Source: an optimization exercise on an open RTL-to-GDS flow (aim: small area, a short achievable clock period and few clock cycles per item). Production flows keep margins and buffers that such runs may drop.
Where RTL was checked, it was by simulation tests only, not by an equivalence proof against the original.

before:
==> flow/design.v <==
module gimli_non_linear_permutation (
  input  logic [31:0] i_x,
  input  logic [31:0] i_y,
  input  logic [31:0] i_z,
  output logic [31:0] o_x,
  output logic [31:0] o_y,
  output logic [31:0] o_z
);
  logic [31:0] w_x;
  logic [31:0] w_y;
  assign w_x = {i_x[7:0], i_x[31:8]};
  assign w_y = {i_y[22:0], i_y[31:23]};
  assign o_z = w_x ^ (i_z << 1) ^ ((w_y & i_z) << 2);
  assign o_y = w_y ^ w_x ^ ((w_x | i_z) << 1);
  assign o_x = i_z ^ w_y ^ ((w_x & w_y) << 3);
endmodule
module gimli_round #(
  parameter bit STATIC_PHASE = 1'b0,
  parameter int PHASE        = 0
) (
  input  logic [383:0] i_state,
  input  logic [4:0]   i_round,
  output logic [383:0] o_state
);
  localparam logic [31:0] RC_BASE = 32'h9e377900;
  logic [11:0][31:0] w_in;
  logic [11:0][31:0] w_sp;
  logic [1:0]        w_phase;
  assign w_in    = i_state;
  assign w_phase = STATIC_PHASE ? 2'(PHASE) : i_round[1:0];
  for (genvar j = 0; j < 4; j++) begin : g_sp
    gimli_non_linear_permutation u_sp (
      .i_x (w_in[j]),
      .i_y (w_in[j+4]),
      .i_z (w_in[j+8]),
      .o_x (w_sp[j]),
      .o_y (w_sp[j+4]),
      .o_z (w_sp[j+8])
    );
  end
  always_comb begin
    o_state = w_sp;
    if (w_phase == 2'b00) begin
      o_state[31:0]   = w_sp[1] ^ RC_BASE ^ {27'd0, i_round};
      o_state[63:32]  = w_sp[0];
      o_state[95:64]  = w_sp[3];
      o_state[127:96] = w_sp[2];
    end else if (w_phase == 2'b10) begin
      o_state[31:0]   = w_sp[2];
      o_state[63:32]  = w_sp[3];
      o_state[95:64]  = w_sp[0];
      o_state[127:96] = w_sp[1];
    end
  end
endmodule
module gimli_permutation_core #(
  parameter int NUMBER_OF_ROUNDS = 24
) (
  input  logic         clk,
  input  logic         rst,
  input  logic [383:0] din_state,
  input  logic         din_valid,
  output logic         din_ready,
  output logic [383:0] dout_state,
  output logic         dout_valid,
  input  logic         dout_ready,
  output logic         busy
);
  localparam int K = 4;
  logic         r_run;     
  logic         r_done;    
  logic [4:0]   r_round;   
  logic [383:0] r_state;
  logic         w_take;
  logic         w_last;
  logic [4:0]   w_round_base;
  logic [K:0][383:0] w_blk;
  assign din_ready = !r_run && (!r_done || dout_ready);
  assign w_take    = din_valid && din_ready;
  assign w_last    = (r_round == 5'(K));
  assign w_round_base = (K % 4 == 0) ? {r_round[4:2], 2'b00} :
                        (K % 2 == 0) ? {r_round[4:1], 1'b0} : r_round;
  for (genvar j = 0; j < K; j++) begin : g_rnd
    gimli_round #(
      .STATIC_PHASE ((K % 4 == 0) || (K % 2 == 0 && j % 2 == 1)),
      .PHASE        ((4 - (j % 4)) % 4)
    ) u_round (
      .i_state (w_blk[j]),
      .i_round (w_round_base - 5'(j)),
      .o_state (w_blk[j+1])
    );
  end
  assign w_blk[0] = r_state;
  always_ff @(posedge clk) begin
    if (w_take)     r_state <= din_state;
    else if (r_run) r_state <= w_blk[K];
  end
  always_ff @(posedge clk or posedge rst) begin
    if (rst) begin
      r_run   <= 1'b0;
      r_done  <= 1'b0;
      r_round <= 5'(NUMBER_OF_ROUNDS);
    end else if (r_run) begin
      if (w_last) begin
        r_run   <= 1'b0;
        r_done  <= 1'b1;
        r_round <= 5'(NUMBER_OF_ROUNDS);
      end else begin
        r_round <= r_round - 5'(K);
      end
    end else if (w_take) begin
      r_run  <= 1'b1;
      r_done <= 1'b0;
    end else if (r_done && dout_ready) begin
      r_done <= 1'b0;
    end
  end
  assign busy       = r_run && !rst;
  assign dout_valid = r_done && !rst;
  assign dout_state = r_state;
endmodule
export LEC_CHECK = 0
export CAP_MARGIN = 20
export CORE_MARGIN = 2
export CORE_UTILIZATION = 40
export PLACE_DENSITY = 0.6
export SLEW_MARGIN = 20
create_clock -name core_clock -period 3.5 [get_ports {clk}]
run.sh (not shown) runs the stock make flow with config.mk's settings and CLKGATE_MAP_FILE= SYNTH_SCRIPT=/design/flow/synth_recipe.tcl, a recipe that flattens the netlist after the stock synthesis.
What the final checks of before revealed, after a flow that finished every stage, was a layout that fails on setup timing.
The inputs of after differ from those of before as listed below.
--- a/flow/design.v
+++ b/flow/design.v
@@ -67,5 +67,5 @@
   output logic         busy
 );
-  localparam int K = 4;
+  localparam int K = 2;
   logic         r_run;     
   logic         r_done;    
@@ -91,8 +91,18 @@
     );
   end
-  assign w_blk[0] = r_state;
+  localparam int NSEL = 16;
+  logic [NSEL-1:0] r_sel;
+  always_ff @(posedge clk or posedge rst) begin
+    if (rst) begin
+      r_sel <= '0;
+    end else begin
+      for (int i = 0; i < NSEL; i++) r_sel[i] <= r_sel[i] ? !w_last : w_take;
+    end
+  end
+  for (genvar b = 0; b < 384; b++) begin : g_in
+    assign w_blk[0][b] = r_sel[(b * NSEL) / 384] ? r_state[b] : din_state[b];
+  end
   always_ff @(posedge clk) begin
-    if (w_take)     r_state <= din_state;
-    else if (r_run) r_state <= w_blk[K];
+    if (r_run || w_take) r_state <= w_blk[K];
   end
   always_ff @(posedge clk or posedge rst) begin
@@ -110,6 +120,11 @@
       end
     end else if (w_take) begin
-      r_run  <= 1'b1;
-      r_done <= 1'b0;
+      if (NUMBER_OF_ROUNDS == K) begin
+        r_done  <= 1'b1;
+      end else begin
+        r_run   <= 1'b1;
+        r_done  <= 1'b0;
+        r_round <= r_round - 5'(K);
+      end
     end else if (r_done && dout_ready) begin
       r_done <= 1'b0;
==> comparison <==
- after had finished all stages when the layout checks came back failing, citing setup timing.
- The final reports for after and before show share of cell area taken by flip-flops and latches higher in the former.
- after vs before, highest-delay cell along the critical path: dfrtp_4 vs edfxtp_1
- Post-route setup TNS (higher): after
- Cmp after and before / overall die area / lower: after
- Taking before as the reference, in after total non-filler cell area in the finished layout -about 46%, shortest clock period the worst path allows after layout -0.28 ns, number of antenna diodes -1, setup slack of the critical path after layout +0.28 ns, portion of the clock cycle consumed by the worst path in the final layout -7.9 points.
- Number of nets in the synthesized netlist delta for after relative to before: 2066 lower
- On first-iteration DRC count: between after and before, it ends up lower for after.
- Relative to before, non-clock buffer count decreased by 1954 in after.
- Delta (after minus before): share of final-layout standard cells stronger than drive strength 1 now sits lower.
Testbench counts of after, summed over its fixed seeds: cycles 1,544, items 128.
Only the layout flow was run in before; the RTL was not checked for function there.


== old ==
gimli_permutation_core with an RTL version that a note above also has.
Size: about 3200 cells after synthesis, about 36000 um2 of cells after synthesis.
==> flow/design.v (excerpt) <==
module gimli_permutation_core #(
  parameter int NUMBER_OF_ROUNDS = 24
) (
  input  logic         clk,
  input  logic         rst,
  input  logic [383:0] din_state,
  input  logic         din_valid,
  output logic         din_ready,
  output logic [383:0] dout_state,
  output logic         dout_valid,
  input  logic         dout_ready,
  output logic         busy
);
==> module gimli_permutation_core, before the edit <==
module gimli_permutation_core #(
  parameter int NUMBER_OF_ROUNDS = 24
) (
  input  logic         clk,
  input  logic         rst,
  input  logic [383:0] din_state,
  input  logic         din_valid,
  output logic         din_ready,
  output logic [383:0] dout_state,
  output logic         dout_valid,
  input  logic         dout_ready,
  output logic         busy
);
  localparam int K = 2;
  logic         r_run;     
  logic         r_done;    
  logic [4:0]   r_round;   
  logic [383:0] r_state;
  logic         w_take;
  logic         w_last;
  logic [4:0]   w_round_base;
  logic [K:0][383:0] w_blk;
  assign din_ready = !r_run && (!r_done || dout_ready);
  assign w_take    = din_valid && din_ready;
  assign w_last    = (r_round == 5'(K));
  assign w_round_base = (K % 4 == 0) ? {r_round[4:2], 2'b00} :
                        (K % 2 == 0) ? {r_round[4:1], 1'b0} : r_round;
  for (genvar j = 0; j < K; j++) begin : g_rnd
    gimli_round #(
      .STATIC_PHASE ((K % 4 == 0) || (K % 2 == 0 && j % 2 == 1)),
      .PHASE        ((4 - (j % 4)) % 4)
    ) u_round (
      .i_state (w_blk[j]),
      .i_round (w_round_base - 5'(j)),
      .o_state (w_blk[j+1])
    );
  end
  localparam int NSEL = 16;
  logic [NSEL-1:0] r_sel;
  always_ff @(posedge clk or posedge rst) begin
    if (rst) begin
      r_sel <= '0;
    end else begin
      for (int i = 0; i < NSEL; i++) r_sel[i] <= r_sel[i] ? !w_last : w_take;
    end
  end
  for (genvar b = 0; b < 384; b++) begin : g_in
    assign w_blk[0][b] = r_sel[(b * NSEL) / 384] ? r_state[b] : din_state[b];
  end
  always_ff @(posedge clk) begin
    if (r_run || w_take) r_state <= w_blk[K];
  end
  always_ff @(posedge clk or posedge rst) begin
    if (rst) begin
      r_run   <= 1'b0;
      r_done  <= 1'b0;
      r_round <= 5'(NUMBER_OF_ROUNDS);
    end else if (r_run) begin
      if (w_last) begin
        r_run   <= 1'b0;
        r_done  <= 1'b1;
        r_round <= 5'(NUMBER_OF_ROUNDS);
      end else begin
        r_round <= r_round - 5'(K);
      end
    end else if (w_take) begin
      if (NUMBER_OF_ROUNDS == K) begin
        r_done  <= 1'b1;
      end else begin
        r_run   <= 1'b1;
        r_done  <= 1'b0;
        r_round <= r_round - 5'(K);
      end
    end else if (r_done && dout_ready) begin
      r_done <= 1'b0;
    end
  end
  assign busy       = r_run && !rst;
  assign dout_valid = r_done && !rst;
  assign dout_state = r_state;
endmodule
export LEC_CHECK = 0
export CAP_MARGIN = 20
export CORE_MARGIN = 2
export CORE_UTILIZATION = 40
export PLACE_DENSITY = 0.6
export SETUP_SLACK_MARGIN = 0.2
export SLEW_MARGIN = 20
create_clock -name core_clock -period 3.5 [get_ports {clk}]
standard.sh (not shown) runs the stock make flow with config.mk's settings and CLKGATE_MAP_FILE= SYNTH_SCRIPT=/design/flow/synth_recipe.tcl, a recipe that flattens the netlist after the stock synthesis.
==> flow/flow/run.sh <==
#!/bin/bash
# Own layout flow: the standard layout (standard.sh), with the port
# buffers made as sky130_fd_sc_hd__buf_1 instead of the delay buffer that
# buffer_ports picks by default. Every input and output port still gets its
# own buffer; the resizer may resize them like any other cell.
set -euo pipefail
export BUFFER_PORTS_ARGS="-buffer_cell sky130_fd_sc_hd__buf_1"
bash standard.sh finish > standard_flow.log 2>&1
Testbench counts of old, summed over its fixed seeds: cycles 1,544, items 128.
Modified inputs, new compared to old
diff --git a/flow/design.v b/flow/design.v
--- a/flow/design.v
+++ b/flow/design.v
@@ -90,7 +90,7 @@
       .o_state (w_blk[j+1])
     );
   end
-  localparam int NSEL = 16;
+  localparam int NSEL = 48;
   logic [NSEL-1:0] r_sel;
   always_ff @(posedge clk or posedge rst) begin
     if (rst) begin
[summary]
- In new the clock sink total turned out 32 higher than in old.
- Cmp old and new / depth of the most critical reg-to-reg path / higher: new
- Compare old and new | via count higher: new
- The final standard cell utilization of the core was comparable across old and new.
- Per the comparison of new with old, post-placement setup slack now sits at about the same level; cell row count saw an increase; minimum clock period fell 53 ps.
Testbench counts of new, summed over its fixed seeds: cycles 1,544, items 128.

separate check: timing with driven ports:
Ports are ideal in the flow. The routed layouts listed here were re-timed in OpenROAD.
Step 1 assumes that a clkbuf_16 drives the clock port and a buf_2 every other input.
Step 2, shift: input delay + t, output delay - t, t = (earliest + latest rising clock arrival at the registers) / 2. This alone moves slack from input paths to output paths.
Slacks: ideal ports / drivers / drivers and shift; pairs: ideal ports / drivers.
run	t, ns	slack for setup (ns)	worst setup path at the end	latest minus earliest clock arrival (ns)	worst data-port slew with drivers (ns)
before	0.748	-0.281 / -0.281 / -0.281	register to register	0.054 / 0.053	0.08
after	0.674	-0.003 / -0.003 / -0.241	input to register	0.022 / 0.022	0.10
old	0.672	0.161 / 0.161 / 0.155	input to register	0.034 / 0.035	0.12
new	0.704	0.214 / 0.214 / 0.080	input to register	0.025 / 0.025	0.13
For after, which loses most, drivers alone change the setup slack by 0.000 ns; drivers and shift together by -0.238 ns.
